What follows belongs to an exercise in optimizing a design on an open flow for small area, a short achievable clock period and few clock cycles per item; a production flow would make more cautious choices. RTL that was checked went through simulation tests only; none was proved equivalent to the original.

==> module adcd_merge, before the edit <==
module adcd_merge #(
  parameter int SAMPLE_BITS = adcd_pkg::SAMPLE_BITS
) (
  input  logic                                           clk_i,
  input  logic                                           rst_ni,
  input  logic [SAMPLE_BITS-1:0]                         center_i,
  input  logic [SAMPLE_BITS-1:0]                         dead_i,
  input  logic                                           valid_i,    
  input  logic [adcd_pkg::CHANNELS-1:0][SAMPLE_BITS-1:0] scaled_i,
  input  logic                                           out_stall_i,
  input  logic                                           hold_i,     
  output logic                                           run_o,
  output logic                                           stall_o,
  output logic                                           out_valid_o,
  output logic [adcd_pkg::CHANNELS-1:0][SAMPLE_BITS-1:0] scaled_o,
  output logic                                           active_o,
  output logic                                           neutral_event_o
);
  localparam int SB = SAMPLE_BITS;
  localparam int CH = adcd_pkg::CHANNELS;
  localparam int W  = CH * SB + 2;
  logic [SB:0]   upper_q;
  logic [SB-1:0] lower_q;
  logic          lower_ok_q;
  always_ff @(posedge clk_i) begin
    upper_q    <= {1'b0, center_i} + {1'b0, dead_i};
    lower_q    <= center_i - dead_i;
    lower_ok_q <= (center_i > dead_i);
  end
  logic [CH-1:0] over;
  for (genvar ch = 0; ch < CH; ch++) begin : g_over
    assign over[ch] = ({1'b0, scaled_i[ch]} > upper_q) ||
                      (lower_ok_q && (scaled_i[ch] < lower_q));
  end
  logic run_q, stall_q, ov_q, sv_q, idle_seen_q;
  logic ov_d, sv_d;
  logic act, evt, inc, pop;
  logic [W-1:0] res, o_q, s_q;
  assign act = |over;
  assign evt = !act && !idle_seen_q;
  assign res = {scaled_i, act, evt};
  assign inc = run_q && valid_i;
  assign pop = ov_q && !out_stall_i;
  always_comb begin
    if (!ov_q) begin
      ov_d = inc;
      sv_d = 1'b0;
    end else if (pop) begin
      ov_d = sv_q || inc;
      sv_d = sv_q && inc;
    end else begin
      ov_d = 1'b1;
      sv_d = sv_q || inc;
    end
  end
  always_ff @(posedge clk_i or negedge rst_ni) begin
    if (!rst_ni) begin
      run_q       <= 1'b1;
      stall_q     <= 1'b1;
      ov_q        <= 1'b0;
      sv_q        <= 1'b0;
      idle_seen_q <= 1'b0;
    end else begin
      run_q   <= !sv_d;
      stall_q  <= sv_d || hold_i;
      ov_q    <= ov_d;
      sv_q    <= sv_d;
      if (inc) idle_seen_q <= !act;
    end
  end
  always_ff @(posedge clk_i) begin
    if (!ov_q || pop) o_q <= (sv_q ? s_q : res);
    if (ov_q && (pop ? sv_q : !sv_q)) s_q <= res;
  end
  assign run_o           = run_q;
  assign stall_o         = stall_q;
  assign out_valid_o     = ov_q;
  assign active_o        = o_q[1];
  assign neutral_event_o = o_q[0];
  for (genvar ch = 0; ch < CH; ch++) begin : g_out
    assign scaled_o[ch] = o_q[2 + ch*SB +: SB];
  end
endmodule
==> flow/config.mk <==
export PLATFORM = sky130hd
export DESIGN_NAME = adc_calibrate_deadzone_detect
export DESIGN_NICKNAME = adc_calibrate_deadzone_detect
export VERILOG_FILES = /design/flow/design.v
export SDC_FILE = /design/flow/constraint.sdc
export NUM_CORES = 4
export LEC_CHECK = 0
export CAP_MARGIN = 5
export CORE_MARGIN = 2
export CORE_UTILIZATION = 50
export CTS_BUF_LIST = sky130_fd_sc_hd__clkbuf_8
export SETUP_SLACK_MARGIN = 3.3
export SLEW_MARGIN = 5
export TNS_END_PERCENT = 10
==> flow/constraint.sdc <==
create_clock -name core_clock -period 6.0 [get_ports {clk_i}]
set_input_delay 1.2000 -clock core_clock [delete_from_list [all_inputs] [get_ports {clk_i}]]
set_output_delay 1.2000 -clock core_clock [all_outputs]
set_load 0.01 [all_outputs]
standard.sh (not shown) runs the stock make flow with config.mk's settings and CLKGATE_MAP_FILE= SYNTH_SCRIPT=/design/flow/synth_recipe.tcl, a recipe that flattens the netlist after the stock synthesis.
==> flow/flow/run.sh <==
#!/bin/bash
# The standard layout (the standard.sh, every step unchanged), except that
# buffer_ports uses buf_2 for the port buffers instead of the resizer's default
# pick (a delay cell). The make run's full output goes to flow.log here; ORFS
# keeps each step's own log under orfs/logs.
set -euo pipefail
export BUFFER_PORTS_ARGS="-buffer_cell sky130_fd_sc_hd__buf_2"
bash standard.sh > flow.log 2>&1
==> next run, changes <==
--- a/flow/design.v
+++ b/flow/design.v
@@ -211,46 +211,29 @@
                       (lower_ok_q && (scaled_i[ch] < lower_q));
   end
-  logic run_q, stall_q, ov_q, sv_q, idle_seen_q;
-  logic ov_d, sv_d;
-  logic act, evt, inc, pop;
-  logic [W-1:0] res, o_q, s_q;
+  logic ov_q, hold_q, idle_seen_q;
+  logic act, evt, run;
+  logic [W-1:0] res, o_q;
   assign act = |over;
   assign evt = !act && !idle_seen_q;
   assign res = {scaled_i, act, evt};
-  assign inc = run_q && valid_i;
-  assign pop = ov_q && !out_stall_i;
-  always_comb begin
-    if (!ov_q) begin
-      ov_d = inc;
-      sv_d = 1'b0;
-    end else if (pop) begin
-      ov_d = sv_q || inc;
-      sv_d = sv_q && inc;
-    end else begin
-      ov_d = 1'b1;
-      sv_d = sv_q || inc;
-    end
-  end
+  assign run = !(ov_q && out_stall_i);
   always_ff @(posedge clk_i or negedge rst_ni) begin
     if (!rst_ni) begin
-      run_q       <= 1'b1;
-      stall_q     <= 1'b1;
       ov_q        <= 1'b0;
-      sv_q        <= 1'b0;
+      hold_q      <= 1'b1;
       idle_seen_q <= 1'b0;
     end else begin
-      run_q   <= !sv_d;
-      stall_q  <= sv_d || hold_i;
-      ov_q    <= ov_d;
-      sv_q    <= sv_d;
-      if (inc) idle_seen_q <= !act;
+      hold_q <= hold_i;
+      if (run) begin
+        ov_q <= valid_i;
+        if (valid_i) idle_seen_q <= !act;
+      end
     end
   end
   always_ff @(posedge clk_i) begin
-    if (!ov_q || pop) o_q <= (sv_q ? s_q : res);
-    if (ov_q && (pop ? sv_q : !sv_q)) s_q <= res;
+    if (run) o_q <= res;
   end
-  assign run_o           = run_q;
-  assign stall_o         = stall_q;
+  assign run_o           = run;
+  assign stall_o         = hold_q || !run;
   assign out_valid_o     = ov_q;
   assign active_o        = o_q[1];
What happened: Routed wire length is about the same. Die area came out lower by a few percent. Final area drops by a few percent. Via count shrinks slightly. Final cell count shrinks slightly. Non-clock buffer count fell by 41.
Testbench counts after the change, summed over its fixed seeds: cycles 5,120, items 4,096.
Only the layout flow was run in the first run of this note; the RTL was not checked for function there.

---

red:
Another version of the RTL of adc_calibrate_deadzone_detect (not shown whole).
Size in the first run: ~6800 cells after synthesis, about 870 flip-flops, ~120 I/O pins, about 0.069 sq mm of cells after synthesis.
clock: 6.0 ns
lec_check: 0
cap_margin: 5
core_margin: 2
core_utilization: 50
cts_buf_list: sky130_fd_sc_hd__clkbuf_8
setup_slack_margin: 3.0
slew_margin: 5
tns_end_percent: 5
Scripts as last shown in full above: flow/flow/run.sh
## Diff of input files: blue against red
--- a/flow/design.v
+++ b/flow/design.v
@@ -41,28 +41,23 @@
   output logic [SAMPLE_BITS-1:0]  quo_o     
 );
   localparam int SB = SAMPLE_BITS;
   localparam int NSTEP = adcd_pkg::DIV_STEPS;
   localparam logic [NSTEP:0] REGS = adcd_pkg::DIV_REGS;
   localparam int NK = (NSTEP + adcd_pkg::K_SHARE - 1) / adcd_pkg::K_SHARE;
   logic [SB-1:0] dm1;
   logic          span;
   logic          span_q;
   logic [NK-1:0][SB-1:0] nk1_q;
   logic [NK-1:0][SB+1:0] nk3_q;
-  adcd_add #(.W(SB)) u_dm1 (
-    .a_i(hi_i),
-    .b_i(~lo_i),
-    .s_o(dm1),
-    .c_o(span)
-  );
+  assign {span, dm1} = {1'b0, hi_i} + {1'b0, ~lo_i};
   logic [SB+1:0] nk3;
   logic          nk3_c;
   adcd_add #(.W(SB+2)) u_k3 (
     .a_i({2'b11, nk1_q[0]}),
     .b_i({1'b1, nk1_q[0], 1'b0}),
     .s_o(nk3),
     .c_o(nk3_c)
   );
   always_ff @(posedge clk_i) begin
     span_q <= span;
   end
@@ -200,47 +195,34 @@
   input  logic                                           hold_i,     
   output logic                                           run_o,
   output logic                                           stall_o,
   output logic                                           out_valid_o,
   output logic [adcd_pkg::CHANNELS-1:0][SAMPLE_BITS-1:0] scaled_o,
   output logic                                           active_o,
   output logic                                           neutral_event_o
 );
   localparam int SB = SAMPLE_BITS;
   localparam int CH = adcd_pkg::CHANNELS;
   localparam int W  = CH * SB + 2;
-  logic [SB:0]   upper, upper_q;
-  logic [SB-1:0] lower1, lower1_q;
-  logic          lower_ok, lower_ok_q;
-  logic          upper_c;
-  adcd_add #(.W(SB+1)) u_upper (
-    .a_i({1'b0, center_i}),
-    .b_i({1'b0, dead_i}),
-    .s_o(upper),
-    .c_o(upper_c)
-  );
-  adcd_add #(.W(SB)) u_lower (
-    .a_i(center_i),
-    .b_i(~dead_i),
-    .s_o(lower1),
-    .c_o(lower_ok)
-  );
+  logic [SB:0]   upper_q;
+  logic [SB-1:0] lower_q;
+  logic          lower_ok_q;
   always_ff @(posedge clk_i) begin
-    upper_q    <= upper;
-    lower1_q   <= lower1;
-    lower_ok_q <= lower_ok;
+    upper_q    <= {1'b0, center_i} + {1'b0, dead_i};
+    lower_q    <= center_i - dead_i;
+    lower_ok_q <= (center_i > dead_i);
   end
   logic [CH-1:0] over;
   for (genvar ch = 0; ch < CH; ch++) begin : g_over
     assign over[ch] = ({1'b0, scaled_i[ch]} > upper_q) ||
-                      (lower_ok_q && !(scaled_i[ch] > lower1_q));
+                      (lower_ok_q && (scaled_i[ch] < lower_q));
   end
   logic ov_q, hold_q, idle_seen_q;
   logic act, evt, run;
   logic [W-1:0] res, o_q;
   assign act = |over;
   assign evt = !act && !idle_seen_q;
   assign res = {scaled_i, act, evt};
   assign run = !(ov_q && out_stall_i);
   always_ff @(posedge clk_i or negedge rst_ni) begin
     if (!rst_ni) begin
       ov_q        <= 1'b0;
### Flow results
Diff blue..red | initial cell density of the core | negligible. blue ended with less worst hold slack than red. The final HPWL from detailed placement of red and that of blue are within noise of each other. Summary: with red as the reference, count of placed standard cells in the final layout, fillers left out in blue moved up slightly. Cmp red and blue / sequential share of layout area / higher: red. Against red, via count in blue came out worse. Arrival time of the worst setup path (blue over red): increase, 0.07 ns. blue reports its critical path launch point as g_lane[0].u_lane.nk1_q[1]$_DFF_P_ while red reports g_lane[1].u_lane.g_pos[6].genblk1.g_reg.nq_r[6]$_DFFE_PN_. Aggregate global routing overflow: red vs blue identical. Setup slack of the critical path after layout | blue above red. Maximum clock frequency (lower): red.
Testbench counts of blue, summed over its fixed seeds: cycles 5,120, items 4,096.
No functional check of the RTL was part of red.

==> static timing again, ports no longer ideal <==
Ports are ideal in the flow. The routed layouts listed here were re-timed in OpenROAD.
Step 1 assumes that a clkbuf_16 drives the clock port and a buf_2 every other input.
Step 2 moves the port delays by t, midway between the first and last clock arrival at a register: inputs arrive t later, outputs are due t later. That takes back most of the time a late clock gives input paths.
Slacks: ideal ports / drivers / drivers and shift; pairs: ideal ports / drivers.
run | t (ns) | setup slack, ns | clock arrival spread, ns | worst data-port slew with drivers (ns)
the first run of note 1 | 0.996 | 2.874 / 2.874 / 2.056 | 0.049 / 0.049 | 0.16
the second run of note 1 | 0.994 | 2.829 / 2.829 / 2.148 | 0.039 / 0.039 | 0.20
red | 0.980 | 2.816 / 2.816 / 2.180 | 0.052 / 0.053 | 0.20
blue | 0.993 | 2.899 / 2.827 / 2.068 | 0.062 / 0.062 | 0.21
After both steps every run listed still meets setup and hold. For blue, which loses most, drivers alone change the setup slack by -0.072 ns; drivers and shift together by -0.831 ns.
